This is an optimization exercise on Yosys and OpenROAD, whose aim is small area, not a production implementation. In this exercise RTL edits were held to simulation tests only and were not proved equivalent to the original.

==> v15 <==
==> flow/design.v (excerpt) <==
module fma_unit (
    input  logic        clk_i,
    input  logic        rst_i,
    input  logic        start_i,
    input  logic [31:0] a_i,
    input  logic [31:0] b_i,
    input  logic [31:0] c_i,
    input  logic        sub_i,
    input  logic [2:0]  rnd_i,
    output logic        done_o,
    output logic [37:0] res_o
);
    logic [7:0]  a_e, b_e, c_e;
    logic [22:0] a_m, b_m, c_m;
    logic a_zero, b_zero, c_zero;
    logic a_inf, b_inf, c_inf;
    logic a_nan, b_nan, c_nan;
    logic a_snan, b_snan, c_snan;
    logic p_sign, c_sign;
    assign a_e = a_i[30:23];
    assign b_e = b_i[30:23];
    assign c_e = c_i[30:23];
    assign a_m = a_i[22:0];
    assign b_m = b_i[22:0];
    assign c_m = c_i[22:0];
    assign a_zero = (a_e == 8'd0);
    assign b_zero = (b_e == 8'd0);
    assign c_zero = (c_e == 8'd0);
    assign a_inf = (a_e == 8'hff) && (a_m == 23'd0);
    assign b_inf = (b_e == 8'hff) && (b_m == 23'd0);
    assign c_inf = (c_e == 8'hff) && (c_m == 23'd0);
    assign a_nan = (a_e == 8'hff) && (a_m != 23'd0);
    assign b_nan = (b_e == 8'hff) && (b_m != 23'd0);
    assign c_nan = (c_e == 8'hff) && (c_m != 23'd0);
    assign a_snan = a_nan && !a_m[22];
    assign b_snan = b_nan && !b_m[22];
    assign c_snan = c_nan && !c_m[22];
    assign p_sign = a_i[31] ^ b_i[31];
    assign c_sign = c_i[31] ^ sub_i;
    logic        sp;
    logic [1:0]  sp_kind;
    logic        sp_sign;
    logic [7:0]  sp_exp;
    logic [22:0] sp_mant;
    always_comb
    begin
        sp = 1'b1;
        sp_kind = 2'd1;
        sp_sign = 1'b0;
        sp_exp = 8'd0;
        sp_mant = 23'd0;
        if (a_nan | b_nan | c_nan)
        begin
            sp_kind = (a_snan | b_snan | c_snan) ? 2'd2 : 2'd1;
            sp_sign = a_nan ? a_i[31] : (b_nan ? b_i[31] : c_i[31]);
            sp_exp = 8'hff;
            sp_mant = a_nan ? a_m : (b_nan ? b_m : c_m);
            sp_mant[22] = 1'b1;
        end
        else if ((a_inf & b_zero) | (a_zero & b_inf) |
                 ((a_inf | b_inf) & c_inf & (p_sign != c_sign)))
        begin
            sp_kind = 2'd2;
            sp_sign = 1'b1;
            sp_exp = 8'hff;
            sp_mant = 23'h400000;
        end
        else if (a_inf | b_inf)
        begin
            sp_sign = p_sign;
            sp_exp = 8'hff;
        end
        else if (c_inf)
  ...
export LEC_CHECK = 0
export CAP_MARGIN = 20
export CORE_MARGIN = 2
export CORE_UTILIZATION = 40
export CTS_BUF_LIST = sky130_fd_sc_hd__clkbuf_8
export PLACE_DENSITY = 0.75
export SLEW_MARGIN = 20
export SYNTH_HIERARCHICAL = 1
create_clock -name core_clock -period 13.0 [get_ports {clk_i}]
standard.sh (not shown) runs the stock make flow with config.mk's settings and CLKGATE_MAP_FILE= SYNTH_SCRIPT=/design/flow/synth_recipe.tcl, a recipe that flattens the netlist after the stock synthesis.
==> flow/flow/run.sh <==
#!/bin/bash
# Standard layout, with the port buffers made of the smallest buffer cell.
cp standard.sh standard_sh.log
export BUFFER_PORTS_ARGS="-buffer_cell sky130_fd_sc_hd__buf_1"
bash standard.sh > standard.log 2>&1
==> inputs of v33, as changes to v15 <==
==> flow/run.sh (new file) <==
#!/bin/bash
# synth_recipe.tcl (not shown) runs the flow's synth.tcl, then flattens the netlist and writes it again
# the make line also repeats each setting of config.mk as NAME=value (left out here)
make -C /OpenROAD-flow-scripts/flow DESIGN_CONFIG=/design/flow/config.mk WORK_HOME=/design/flow/orfs CLKGATE_MAP_FILE= SYNTH_SCRIPT=/design/flow/synth_recipe.tcl finish
--- a/flow/config.mk
+++ b/flow/config.mk
@@ -9,6 +9,4 @@
 export CORE_MARGIN = 2
 export CORE_UTILIZATION = 40
-export CTS_BUF_LIST = sky130_fd_sc_hd__clkbuf_8
-export PLACE_DENSITY = 0.75
 export SLEW_MARGIN = 20
 export SYNTH_HIERARCHICAL = 1
removed: flow/flow/run.sh
removed: flow/standard.sh
==> run notes <==
- Clock-buffer cell count is the same in v33 and v15.
- In v15 the worst setup slack is better than in v33, by 0.044 ns.
- Between v33 and v15, the lower wire length is in v15 (gap about 3%, measured against v15).
- Between v33 and v15, the lower worst hold slack is in v33 (gap 0.0072 ns).

afterwards: timing with drivers on the ports:
Ports are ideal in the flow. The routed layouts listed here were re-timed in OpenROAD.
Step 1 sets driving cells, clkbuf_16 on the clock port and buf_2 on the other inputs (assumed; they add their load-dependent delay and slew).
Step 2 times the ports against the registers' clock, not the clock port: input delays grow and output delays shrink by t, the midpoint of the rising clock arrivals with the driver on.
Slacks: no drivers / after step 1 / after step 2; pairs: no drivers / after step 1.
run	t, ns	slack for setup (ns)	worst data-port slew with drivers (ns)
v15	0.496	0.717 / 0.717 / 0.411	0.09
v33	0.477	0.673 / 0.695 / 0.218	0.06
After both steps every run listed still meets setup and hold. For v33, which loses most, drivers alone change the setup slack by +0.022 ns; drivers and shift together by -0.455 ns.
